This is an optimization exercise on Yosys and OpenROAD, whose aim is small area, a short achievable clock period and few clock cycles per item, not a production implementation. Function was checked by simulation only, so behaviour that the tests miss may differ from the original. Power and IR drop assume default switching activity.

==> flow/design.v <==
package mips_pkg;
  typedef enum logic [1:0] {
    ST_RUN   = 2'd0,
    ST_DRAIN = 2'd1,
    ST_PROG  = 2'd2
  } fetch_state_t;
  localparam logic [1:0] FAULT_NONE     = 2'b00;
  localparam logic [1:0] FAULT_MISALIGN = 2'b01;
  localparam logic [1:0] FAULT_RANGE    = 2'b10;
  function automatic logic [1:0] fault_code(input logic misaligned, input logic out_of_range);
    fault_code = (misaligned ? FAULT_MISALIGN : FAULT_NONE) | (out_of_range ? FAULT_RANGE : FAULT_NONE);
  endfunction
endpackage
module inst_mem_array #(
  parameter int DATA_W = 32,
  parameter int DEPTH  = 128,
  parameter int AW     = $clog2(DEPTH)
) (
  input  logic              clock,
  input  logic              reset_n,
  input  logic              wr_en,
  input  logic [AW-1:0]     wr_addr,
  input  logic [DATA_W-1:0] wr_data,
  input  logic              rd_en,
  input  logic [AW-1:0]     rd_addr,
  output logic [DATA_W-1:0] rd_data
);
  logic [DATA_W-1:0] mem [DEPTH];
  always_ff @(posedge clock) begin
    if (wr_en) begin
      mem[wr_addr] <= wr_data;
    end
  end
  always_ff @(posedge clock or negedge reset_n) begin
    if (!reset_n) begin
      rd_data <= '0;
    end else if (rd_en) begin
      rd_data <= mem[rd_addr];
    end
  end
endmodule
module inst_mem_fetch #(
  parameter int              DATA_W   = 32,
  parameter int              DEPTH    = 128,
  parameter int              ADDR_W   = 32,
  parameter logic [DATA_W-1:0] NOP_WORD = '0
) (
  input  logic                     clock,
  input  logic                     reset_n,
  input  logic                     prog_en,
  input  logic                     prog_we,
  input  logic [$clog2(DEPTH)-1:0] prog_addr,
  input  logic [DATA_W-1:0]        prog_data,
  input  logic                     fetch_req,
  input  logic [ADDR_W-1:0]        fetch_addr,
  output logic                     fetch_ready,
  output logic                     inst_valid,
  input  logic                     inst_ready,
  output logic [DATA_W-1:0]        inst,
  output logic [1:0]               inst_fault,
  output logic [15:0]              fetch_count
);
  localparam int AW         = $clog2(DEPTH);
  localparam int BYTE_SHIFT = $clog2(DATA_W / 8);
  localparam logic [ADDR_W-1:0] LSB_MASK  = ADDR_W'((1 << BYTE_SHIFT) - 1);
  localparam logic [ADDR_W-1:0] DEPTH_LIM = ADDR_W'(DEPTH);
  mips_pkg::fetch_state_t      state;
  mips_pkg::fetch_state_t      state_nxt;
  logic              out_free;
  logic              accept;
  logic              mem_we;
  logic [ADDR_W-1:0] word_index;
  logic              misaligned;
  logic              out_of_range;
  logic [DATA_W-1:0] rd_data;
  assign out_free     = !inst_valid || inst_ready;
  assign fetch_ready  = reset_n && (state == mips_pkg::ST_RUN) && out_free;
  assign accept       = fetch_ready && fetch_req;
  assign mem_we       = (state == mips_pkg::ST_PROG) && prog_we;
  assign word_index   = fetch_addr >> BYTE_SHIFT;
  assign misaligned   = |(fetch_addr & LSB_MASK);
  assign out_of_range = word_index >= DEPTH_LIM;
  always_comb begin
    state_nxt = state;
    case (state)
      mips_pkg::ST_RUN:   if (prog_en) state_nxt = (out_free && !accept) ? mips_pkg::ST_PROG : mips_pkg::ST_DRAIN;
      mips_pkg::ST_DRAIN: if (!prog_en) state_nxt = mips_pkg::ST_RUN;
                else if (out_free) state_nxt = mips_pkg::ST_PROG;
      mips_pkg::ST_PROG:  if (!prog_en) state_nxt = mips_pkg::ST_RUN;
      default:  state_nxt = mips_pkg::ST_RUN;
    endcase
  end
  always_ff @(posedge clock or negedge reset_n) begin
    if (!reset_n) begin
      state       <= mips_pkg::ST_RUN;
      inst_valid  <= 1'b0;
      inst_fault  <= mips_pkg::FAULT_NONE;
      fetch_count <= '0;
    end else begin
      state <= state_nxt;
      if (accept) begin
        inst_valid <= 1'b1;
        inst_fault <= mips_pkg::fault_code(misaligned, out_of_range);
      end else if (inst_valid && inst_ready) begin
        inst_valid <= 1'b0;
      end
      if (accept && (fetch_count != 16'hFFFF)) begin
        fetch_count <= fetch_count + 16'd1;
      end
    end
  end
  inst_mem_array #(
    .DATA_W (DATA_W),
    .DEPTH  (DEPTH),
    .AW     (AW)
  ) u_array (
    .clock   (clock),
    .reset_n (reset_n),
    .wr_en   (mem_we),
    .wr_addr (prog_addr),
    .wr_data (prog_data),
    .rd_en   (accept),
    .rd_addr (word_index[AW-1:0]),
    .rd_data (rd_data)
  );
  assign inst = (inst_fault != mips_pkg::FAULT_NONE) ? NOP_WORD : rd_data;
endmodule
==> flow/run.sh <==
#!/bin/bash
# synth_recipe.tcl (not shown) runs the flow's synth.tcl, then flattens the netlist and writes it again
# the make line also repeats each setting of config.mk as NAME=value (left out here)
make -C /OpenROAD-flow-scripts/flow DESIGN_CONFIG=/design/flow/config.mk WORK_HOME=/design/flow/orfs CLKGATE_MAP_FILE= SYNTH_SCRIPT=/design/flow/synth_recipe.tcl finish
==> flow/config.mk <==
export PLATFORM = sky130hd
export DESIGN_NAME = inst_mem_fetch
export DESIGN_NICKNAME = inst_mem_fetch
export VERILOG_FILES = /design/flow/design.v
export SDC_FILE = /design/flow/constraint.sdc
export NUM_CORES = 4
export LEC_CHECK = 0
export CAP_MARGIN = 20
export CORE_MARGIN = 2
export CORE_UTILIZATION = 40
export SLEW_MARGIN = 20
==> flow/constraint.sdc <==
create_clock -name core_clock -period 3.5 [get_ports {clock}]
set_input_delay 0.7000 -clock core_clock [delete_from_list [all_inputs] [get_ports {clock}]]
set_output_delay 0.7000 -clock core_clock [all_outputs]
set_load 0.01 [all_outputs]
==> results.json <==
{
  "outcome": "no timing/DRC/antenna violations",
  "globalRouteOverflowTotal": 0,
  "antenna_left": 0,
  "synth-simple-area-share": 0.01238,
  "clockBufferDepth": 4,
  "fmax_ghz": 0.2916,
  "seqCellArea_mm2": 0.1243,
  "synth-warning-count": 2,
  "hpwl_um": 292700,
  "synthMuxAreaShare": 0.1464,
  "grt_pass1_wl_um": 655500,
  "max_stage_delay_ns": 0.60,
  "async_reset_ff_frac": 0.01277,
  "viasPerCell": 5.998,
  "worstSetupEndpointType": "output port",
  "die_width_um": 633.5,
  "drv_slew": 0,
  "crit_type": "reg -> out",
  "synth_fa_ha_area_frac": 0.00007893,
  "path_max_fanout": 12,
  "drtIter0Drc": 11820,
  "leakage_uw": 0.05992,
  "layout_min_cycle_time_ns": 3.429,
  "reg2reg_depth": 8,
  "portBuffers": 128,
  "num_io_pins": 129,
  "drt-wirelength-per-cell_um": 34.84,
  "slowest_stage": "clkdlybuf4s50_1",
  "synth-seq-area-share": 0.7842,
  "cts_buffers": 412,
  "synth_top_family_by_area": "multiplexers",
  "fin_total_pwr_uw": 106600,
  "grt_max_degree": 129,
  "setup_ws_ns": 0.07076,
  "skew_ns": 0.07132,
  "grt_pass1_vias": 81060,
  "reg2reg_to": "u_array.rd_data[26]",
  "hp-class": "in -> reg",
  "syn_nets": 7205,
  "grt_antenna_before_repair": 36,
  "gr-usage-all-layers": 0.2347,
  "ys_ff_latch": 4149,
  "insertion_delay_ns": 0.99,
  "die_h_um": 633.5,
  "root_buffer": "clkbuf_16",
  "core-area_mm2": 0.3951,
  "post-place-ws_ns": -0.7078,
  "worst_ir_drop_vdd_v": 0.0004458,
  "path_cells": "nor2_2 -> buf_8 -> and2_2 -> clkdlybuf4s50_1",
  "worst_slew_margin_rel": 0.2201,
  "std_cell_rows": 231,
  "place_congestion": 0.8616,
  "drt-pass1-iter-count": 7,
  "drcViolationCount": 0,
  "syn_area_mm2": 0.1585,
  "cp.arrival_ns": 2.73,
  "p_per_area_mw_per_mm2": 564.8,
  "reg2reg_slack_ns": 0.49,
  "setup_viol": 0,
  "clk_pin_slew_ns": 0.07,
  "synth_compound_area_frac": 0.03998,
  "synth_edf_count": 4096,
  "tightest_slew_ns": 1.170,
  "syn_inst": 7127,
  "crit_start": "inst_fault[1]",
  "cts_setup_buffers": 0,
  "multiInputGateArea_mm2": 0.03269,
  "synth.avg_cell_area_um2": 22.24,
  "clock-sinks": 4149,
  "nets": 8161,
  "r2r_start": "u_array.mem[95][26]",
  "syn2layout_area_growth_pct": 19.06,
  "fp.dieArea_mm2": 0.4014,
  "nFillCells": 31730,
  "max_cap_violations": 0,
  "critical_path_required_ns": 2.80,
  "initial_core_util": 0.4012,
  "layout-drive-gt1-share": 0.2989,
  "critPathLaunchType": "register",
  "fin_crit_sh": 0.9798,
  "hold_violations": 0,
  "num_vias": 82110,
  "yosys_most_used_dff": "edfxtp_1",
  "synth_cell_types": 60,
  "wl_um": 477000,
  "crit_end": "inst[2]",
  "synth-xor-area-share": 0.0008287,
  "cts_tree": "yes",
  "ctsHtreeMaxLevel": 5,
  "rsz0062_at_grt": "false"
}
[kinds of logic (layout without fill, tap and decap cells)]
kind of cell,count (synthesis),in the layout
fa+ha+maj,1,1
flops,4149,4149
mux,1247,1247
xor+xnor,15,15
buf+inv,431,1738
simple gates,415,415
other cells,0,13
compound gates,869,869
[state kept, by name (all words and copies together) (netlist names)]
register,count
inst_fault,2
u_array.rd_data,32
inst_valid,1
state,2
u_array.mem,4096
fetch_count,16
[how the worst min path moves through the flow]
stage / from / endpoint / slack, ns / depth (start not counted)
final: prog_data[23] / u_array.mem[63][23] / 0.20 / 1
after global routing: prog_data[23] / u_array.mem[63][23] / 0.20 / 1
after CTS: prog_data[23] / u_array.mem[63][23] / 0.15 / 1
after detailed placement: u_array.rd_data[30] / u_array.rd_data[30] / 0.47 / 1
after global placement: u_array.rd_data[2] / u_array.rd_data[2] / 0.48 / 2
after floorplan: reset_n / fetch_count[0] / 0.40 / 0
[critical path, delay by kind of cell (launching register included)]
family	cells	cell delay, ns
buffers and inverters	2	0.81
DFF	1	0.40
and+or+nand+nor	2	0.52
[power breakdown]
part / switching, µW / internal (µW) / leakage, µW
Combinational: 4140 / 2470 / 0.0158
Sequential: 387 / 54800 / 0.0375
Clock: 19100 / 25800 / 0.00663
Total: 23600 / 83000 / 0.0599
[timing repair]
| action | 4_1_cts | 5_1_grt |
|---|---|---|
| pin swaps | 0 | 0 |
| gates cloned | 0 | 0 |
| gates resized for setup | 5 | 1 |
| hold buffers | 2 | 0 |
| setup endpoints to repair | 23 | 1 |
| endpoints found under the hold margin | 13 | 0 |
[cell usage after synthesis, drive strengths merged (5+ instances only)]
master	count	share of area
a211oi	103	0.0049
nand2	72	0.0017
nand4	7	0.00028
buf	276	0.012
o211ai	33	0.0016
mux2i	384	0.024
inv	5	0.00012
o22ai	65	0.0026
mux2	7	0.00050
xnor2	8	0.00044
mux4	856	0.12
and2	42	0.0017
or3	7	0.00028
o21ai	16	0.00051
dfrtp	53	0.0084
a21oi	134	0.0042
nor3	6	0.00019
o221ai	63	0.0035
a31oi	13	0.00051
nor2b	30	0.0012
nor4	5	0.00020
or4	17	0.00081
clkbuf	150	0.0036
a21boi	13	0.00062
xor2	7	0.00039
a2111oi	57	0.0036
nand2b	18	0.00071
a22o	30	0.0017
nand3	15	0.00047
o31ai	30	0.0014
edfxtp	4096	0.78
nor2	184	0.0044
a22oi	295	0.014
[layer usage]
| metal | share of wire | up-vias | global-route usage |
|---|---|---|---|
| li1 | - | 32410 | - |
| met1 | 0.39 | 44480 | 0.3245 |
| met2 | 0.47 | 4477 | 0.3720 |
| met3 | 0.093 | 732 | 0.04166 |
| met4 | 0.043 | 8 | 0.09028 |
| met5 | 0.00013 | - | 0 |
[cell usage in the layout (no fill, tap or decap), types with 17 or more instances in the layout]
cell type	n
a2111oi_0	31
a211oi_1	103
a21oi_1	132
a22o_1	30
a22oi_1	295
and2_1	37
buf_12	309
buf_4	559
bufinv_16	50
clkbuf_1	69
clkbuf_16	419
clkdlybuf4s50_1	88
clkinv_1	81
clkinv_2	77
clkinvlp_4	31
dfrtp_1	53
edfxtp_1	4096
mux2i_1	384
mux4_2	856
nand2_1	70
nand2b_1	18
nor2_1	56
nor2_4	127
nor2b_1	27
o211ai_1	33
o221ai_1	63
o22ai_1	65
o31ai_1	30
or4_1	17
[through the flow]
step | area [µm²] | TNS (ns) | util | hold slack (ns) | instances
after floorplan | 158500 | 0 | - | 0.4044 | 7127
after global placement | 175000 | -6.337 | 0.4428 | 0.4758 | 12910
after detailed placement | 175000 | -4.939 | 0.4429 | 0.4714 | 12910
after CTS | 188700 | 0 | 0.4776 | 0.1491 | 13680
after global routing | 188700 | 0 | 0.4776 | 0.1969 | 13680
final | 188700 | 0 | 0.4777 | 0.1978 | 13690
[final cells by class]
class                      count  share of cell area
inverter                       5          0.00009944
antenna                       13           0.0001724
multi-input combinational   2547              0.1732
clock buffer                 490             0.05707
sequential                  4149              0.6587
clock inverter               275             0.01549
timing repair buffer         968             0.06052
tap                         5242             0.03475
Testbench counts, summed over its fixed seeds: cycles 18,079, items 16,000.

## afterwards: timing with drivers on the ports
How much do the figures lean on ideal ports? The routed layout below was timed once more, with nothing changed but the port constraints.
Step 1, drivers: a clkbuf_16 drives clock and a buf_2 each remaining input, both assumed.
Step 2, shift: input delay + t, output delay - t, t = (earliest + latest rising clock arrival at the registers) / 2. This alone moves slack from input paths to output paths.
Slacks: ideal / step 1 / step 2; pairs: ideal / step 1.
t (ns): 1.067
setup slack, ns: 0.071 / -0.045 / -0.693
latest minus earliest clock arrival (ns): 0.075 / 0.075
slew at the worst register clock pin (ns): 0.07 / 0.07
worst data-port slew with drivers (ns): 0.17
With both steps, setup timing fails in this run, where it was met with ideal ports. The setup slack of this run moves by -0.116 ns with the drivers and by -0.764 ns with both steps.
